This design comes from an exercise in tuning for a short achievable clock period and few clock cycles per item on the open sky130 flow, not from production work. Power is estimated from default activity; no workload was simulated.

==> branch pepper <==
==> flow/design.v <==
package lrupr_pkg;
  localparam int FRAMES    = 8;
  localparam int PAGE_BITS = 16;
endpackage
module lru_page_replacement_unit (
  input  logic        clk,
  input  logic        rst_n,
  input  logic        cfg_valid,
  output logic        cfg_ready,
  input  logic [3:0]  cfg_data,
  input  logic        in_tvalid,
  output logic        in_tready,
  input  logic [15:0] in_tdata,    
  input  logic        in_tuser,    
  output logic        out_tvalid,
  input  logic        out_tready,
  output logic [55:0] out_tdata    
);
  localparam int F    = 8;
  localparam int EW   = 22;         
  localparam int FD   = 4;          
  localparam int CAP  = FD + 1;     
  logic [F-1:0] act_r;
  assign cfg_ready = 1'b1;
  always_ff @(posedge clk) begin
    if (!rst_n) begin
      act_r <= '1;
    end else if (cfg_valid) begin
      for (int k = 0; k < F; k++) begin
        act_r[k] <= (k == 0) || (cfg_data > 4'(k));
      end
    end
  end
  logic [15:0]  page_r [F];
  logic [F-1:0] valid_r;
  logic [F-1:0] newer_r [F];    
  logic [F-1:0] nw [F];         
  logic [F-1:0] wsel_r;
  logic [15:0]  wpg_r;
  logic        in_tready_o;    
  logic        in_nrdy;        
  logic        in_x;
  logic        p0_v;
  logic        p0_nr;
  logic [15:0] p0_pg;
  assign in_tready = in_tready_o;
  assign in_x      = in_tvalid && !in_nrdy;
  always_ff @(posedge clk) begin
    p0_pg <= in_tdata;
    p0_nr <= in_tuser;
    if (!rst_n) p0_v <= 1'b0;
    else        p0_v <= in_x;
  end
  logic         p1_v;
  logic         p1_nr;
  logic [15:0]  p1_pg;
  logic [F-1:0] m_r;       
  logic [F-1:0] pre;       
  logic         eq;        
  logic         eqw;       
  logic [F-1:0] selg;      
  logic [F-1:0] vnx;       
  always_comb begin
    eq  = (p1_pg == p0_pg);
    eqw = (wpg_r == p0_pg);
    for (int k = 0; k < F; k++) begin
      pre[k] = wsel_r[k] ? eqw : (page_r[k] == p0_pg);
    end
  end
  always_ff @(posedge clk) begin
    p1_nr <= p0_nr;
    p1_pg <= p0_pg;
    for (int k = 0; k < F; k++) begin
      m_r[k] <= act_r[k] && (selg[k] ? eq : (vnx[k] && pre[k]));
    end
    if (!rst_n) p1_v <= 1'b0;
    else        p1_v <= p0_v;
  end
  logic [F-1:0] hsel, e, esel, vsel, sel, before_m;
  logic         hit, empty;
  always_comb begin
    for (int k = 0; k < F; k++) begin
      e[k] = act_r[k] && !valid_r[k];
    end
    hit   = |m_r;
    empty = |e;
    for (int k = 0; k < F; k++) begin
      before_m[k] = 1'b0;
      esel[k]     = e[k];
      for (int j = 0; j < k; j++) begin
        if (m_r[j]) before_m[k] = 1'b1;
        if (e[j])   esel[k]     = 1'b0;
      end
      hsel[k] = m_r[k] && !before_m[k];
    end
    for (int k = 0; k < F; k++) begin
      for (int j = 0; j < F; j++) begin
        if (k < j)      nw[k][j] = newer_r[k][j];
        else if (k > j) nw[k][j] = !newer_r[j][k];
        else            nw[k][j] = 1'b0;
      end
    end
    for (int k = 0; k < F; k++) begin
      vsel[k] = act_r[k];
      for (int j = 0; j < F; j++) begin
        if (j != k && act_r[j] && !nw[j][k]) vsel[k] = 1'b0;
      end
    end
    for (int k = 0; k < F; k++) begin
      sel[k] = hsel[k] || (!hit && (empty ? esel[k] : vsel[k]));
    end
    if (!p1_v)      selg = '0;
    else if (p1_nr) selg = F'(1);
    else            selg = sel;
    if (p1_v && p1_nr) vnx = F'(1);
    else               vnx = valid_r | selg;
  end
  always_ff @(posedge clk) begin
    if (!rst_n) valid_r <= '0;
    else        valid_r <= vnx;
    for (int k = 0; k < F; k++) begin
      for (int j = 0; j < F; j++) begin
        if (k < j) newer_r[k][j] <= selg[k] || (!selg[j] && newer_r[k][j]);
      end
    end
  end
  always_ff @(posedge clk) begin
    wpg_r <= p1_pg;
    if (!rst_n) wsel_r <= '0;
    else        wsel_r <= selg;
    for (int k = 0; k < F; k++) begin
      if (wsel_r[k]) page_r[k] <= wpg_r;
    end
  end
  logic         p2_v;
  logic         p2_nr;
  logic         p2_hit;
  logic         p2_ev;
  logic [F-1:0] p2_slot;
  logic [15:0]  p2_evpg;
  logic [15:0]  evpg;
  logic [2:0]   slot_enc;
  logic [EW-1:0] p2_d;
  always_comb begin
    evpg = '0;
    for (int k = 0; k < F; k++) begin
      if (vsel[k]) evpg = evpg | (wsel_r[k] ? wpg_r : page_r[k]);
    end
  end
  always_ff @(posedge clk) begin
    p2_nr   <= p1_nr;
    p2_hit  <= hit && !p1_nr;
    p2_ev   <= !hit && !empty && !p1_nr;
    p2_slot <= p1_nr ? F'(1) : sel;
    p2_evpg <= evpg;
    if (!rst_n) p2_v <= 1'b0;
    else        p2_v <= p1_v;
  end
  always_comb begin
    slot_enc = '0;
    for (int k = 0; k < F; k++) begin
      if (p2_slot[k]) slot_enc = slot_enc | 3'(k);
    end
    p2_d = {p2_nr, (p2_ev ? p2_evpg : 16'd0), p2_ev, slot_enc, p2_hit};
  end
  logic [EW-1:0] fifo [FD];
  logic [FD-1:0] occ;
  logic [FD-1:0] wpos;
  logic          out_v_o;      
  logic          out_nv;       
  logic [20:0]   out_d;        
  logic [20:0]   out_d_c;      
  logic [31:0]   fault_o;      
  logic [31:0]   fault_c;      
  logic [31:0]   fault_nx;
  logic [EW-1:0] head;
  logic          head_v;
  logic          load, pop, upd, out_x;
  logic [2:0]    cnt;
  logic [2:0]    cnt_inc, cnt_dec;
  logic          rdy_inc;
  assign load   = out_nv || out_tready;
  assign pop    = load && occ[0];
  assign head   = occ[0] ? fifo[0] : p2_d;
  assign head_v = occ[0] || p2_v;
  assign upd    = load && head_v;
  assign out_x  = !out_nv && out_tready;
  always_comb begin
    for (int i = 0; i < FD; i++) begin
      wpos[i] = !occ[i] && ((i == 0) || occ[i-1]);
    end
    if (head[EW-1])                   fault_nx = 32'd1;
    else if (!head[0] && !(&fault_c)) fault_nx = fault_c + 32'd1;
    else                              fault_nx = fault_c;
    cnt_inc = cnt + 3'd1;
    cnt_dec = cnt - 3'd1;
    rdy_inc = (cnt_inc < 3'(CAP));
  end
  always_ff @(posedge clk) begin
    for (int i = 0; i < FD; i++) begin
      if (pop) begin
        fifo[i] <= (i + 1 < FD && occ[(i + 1) % FD]) ? fifo[(i + 1) % FD] : p2_d;
      end else if (wpos[i]) begin
        fifo[i] <= p2_d;
      end
    end
    if (load) out_d_c <= head[20:0];
    out_d <= load ? head[20:0] : out_d_c;
    if (!rst_n) begin
      occ         <= '0;
      out_v_o     <= 1'b0;
      out_nv      <= 1'b1;
      fault_c     <= '0;
      fault_o     <= '0;
      cnt         <= '0;
      in_tready_o <= 1'b1;
      in_nrdy     <= 1'b0;
    end else begin
      for (int i = 0; i < FD; i++) begin
        if (pop) occ[i] <= ((i + 1 < FD) && occ[(i + 1) % FD]) || (p2_v && occ[i]);
        else     occ[i] <= occ[i] || (p2_v && !load && wpos[i]);
      end
      out_v_o <= !load || head_v;
      out_nv  <= load && !head_v;
      if (upd) fault_c <= fault_nx;
      fault_o <= upd ? fault_nx : (load ? 32'd0 : fault_c);
      if (in_x && !out_x) begin
        cnt         <= cnt_inc;
        in_tready_o <= rdy_inc;
        in_nrdy     <= !rdy_inc;
      end else if (!in_x && out_x) begin
        cnt         <= cnt_dec;
        in_tready_o <= 1'b1;
        in_nrdy     <= 1'b0;
      end
    end
  end
  assign out_tvalid = out_v_o;
  assign out_tdata  = {3'b000, fault_o, out_d};
endmodule
==> flow/run.sh <==
#!/bin/bash
# synth_recipe.tcl (not shown) runs the flow's synth.tcl, then flattens the netlist and writes it again
# the make line also repeats each setting of config.mk as NAME=value (left out here)
make -C /OpenROAD-flow-scripts/flow DESIGN_CONFIG=/design/flow/config.mk WORK_HOME=/design/flow/orfs CLKGATE_MAP_FILE= SYNTH_SCRIPT=/design/flow/synth_recipe.tcl finish
==> flow/config.mk <==
export PLATFORM = sky130hd
export DESIGN_NAME = lru_page_replacement_unit
export DESIGN_NICKNAME = lru_page_replacement_unit
export VERILOG_FILES = /design/flow/design.v
export SDC_FILE = /design/flow/constraint.sdc
export NUM_CORES = 4
export LEC_CHECK = 0
export ABC_CLOCK_PERIOD_IN_PS = 1500
export CAP_MARGIN = 20
export CORE_MARGIN = 2
export CORE_UTILIZATION = 40
export GPL_TIMING_DRIVEN = 1
export SETUP_SLACK_MARGIN = 3.3
export SLEW_MARGIN = 20
==> flow/constraint.sdc <==
create_clock -name core_clock -period 5.0 [get_ports {clk}]
set_input_delay 1.0000 -clock core_clock [delete_from_list [all_inputs] [get_ports {clk}]]
set_output_delay 1.0000 -clock core_clock [all_outputs]
set_load 0.01 [all_outputs]
==> branch violet: changes against branch pepper <==
--- a/flow/design.v
+++ b/flow/design.v
@@ -35,4 +35,3 @@
   logic [F-1:0] valid_r;
-  logic [F-1:0] newer_r [F];    
-  logic [F-1:0] nw [F];         
+  logic [F-1:0] newer_r [F];
   logic [F-1:0] wsel_r;
@@ -96,12 +95,5 @@
     for (int k = 0; k < F; k++) begin
-      for (int j = 0; j < F; j++) begin
-        if (k < j)      nw[k][j] = newer_r[k][j];
-        else if (k > j) nw[k][j] = !newer_r[j][k];
-        else            nw[k][j] = 1'b0;
-      end
-    end
-    for (int k = 0; k < F; k++) begin
       vsel[k] = act_r[k];
       for (int j = 0; j < F; j++) begin
-        if (j != k && act_r[j] && !nw[j][k]) vsel[k] = 1'b0;
+        if (j != k && act_r[j] && !newer_r[j][k]) vsel[k] = 1'b0;
       end
@@ -122,3 +114,3 @@
       for (int j = 0; j < F; j++) begin
-        if (k < j) newer_r[k][j] <= selg[k] || (!selg[j] && newer_r[k][j]);
+        if (j != k) newer_r[k][j] <= selg[k] || (!selg[j] && newer_r[k][j]);
       end
@@ -170,4 +162,3 @@
   logic          out_nv;       
-  logic [20:0]   out_d;        
-  logic [20:0]   out_d_c;      
+  logic [20:0]   out_d;
   logic [31:0]   fault_o;      
@@ -206,4 +197,3 @@
     end
-    if (load) out_d_c <= head[20:0];
-    out_d <= load ? head[20:0] : out_d_c;
+    if (load) out_d <= head[20:0];
     if (!rst_n) begin
Settings changed: CTS_CLUSTER_DIAMETER set to 60, CTS_CLUSTER_SIZE set to 30, GPL_TIMING_DRIVEN 1 to not set.
==> comparison <==
- Of branch pepper and branch violet, branch violet has the higher clock skew (gap 13 ps).
- In branch violet the via count is larger than in branch pepper, by about 7%.
- In branch violet the sequential share of layout area is lower than in branch pepper, by 0.47 points.
- Of branch pepper and branch violet, branch violet has the higher critical path depth (gap 2).
- Branch violet produced a clean layout. Branch pepper completed without violations.
- Clock power: branch pepper is higher than branch violet (17%).
- Between branch violet and branch pepper, the lower combinational power is in branch violet (gap about 10%, measured against branch pepper).
- In branch violet the worst setup slack is worse than in branch pepper, by 13 ps.
No functional check of the RTL was part of any run of this note.

-- separate check: timing with driven ports --
The results above use ideal ports. As a check the final layouts listed here were re-extracted and re-timed, cells and wires unchanged.
Step 1, drivers: a clkbuf_16 drives clk and a buf_2 each remaining input, both assumed.
Step 2 times the ports against the registers' clock, not the clock port: input delays grow and output delays shrink by t, the midpoint of the rising clock arrivals with the driver on.
Three values: no drivers, after step 1, after step 2; two values: the first two.
| run | t (ns) | slack for setup (ns) | worst setup path after step 2 | clock arrival spread, ns | worst register clock-pin slew, ns |
|---|---|---|---|---|---|
| branch pepper | 0.635 | 2.679 / 2.679 / 2.562 | input to register | 0.023 / 0.023 | 0.06 / 0.06 |
| branch violet | 0.641 | 2.666 / 2.666 / 2.480 | input to register | 0.036 / 0.036 | 0.09 / 0.09 |
After both steps every run listed still meets setup and hold. The setup slack of branch violet, which loses most, moves by 0.000 ns with the drivers and by -0.186 ns with both steps.
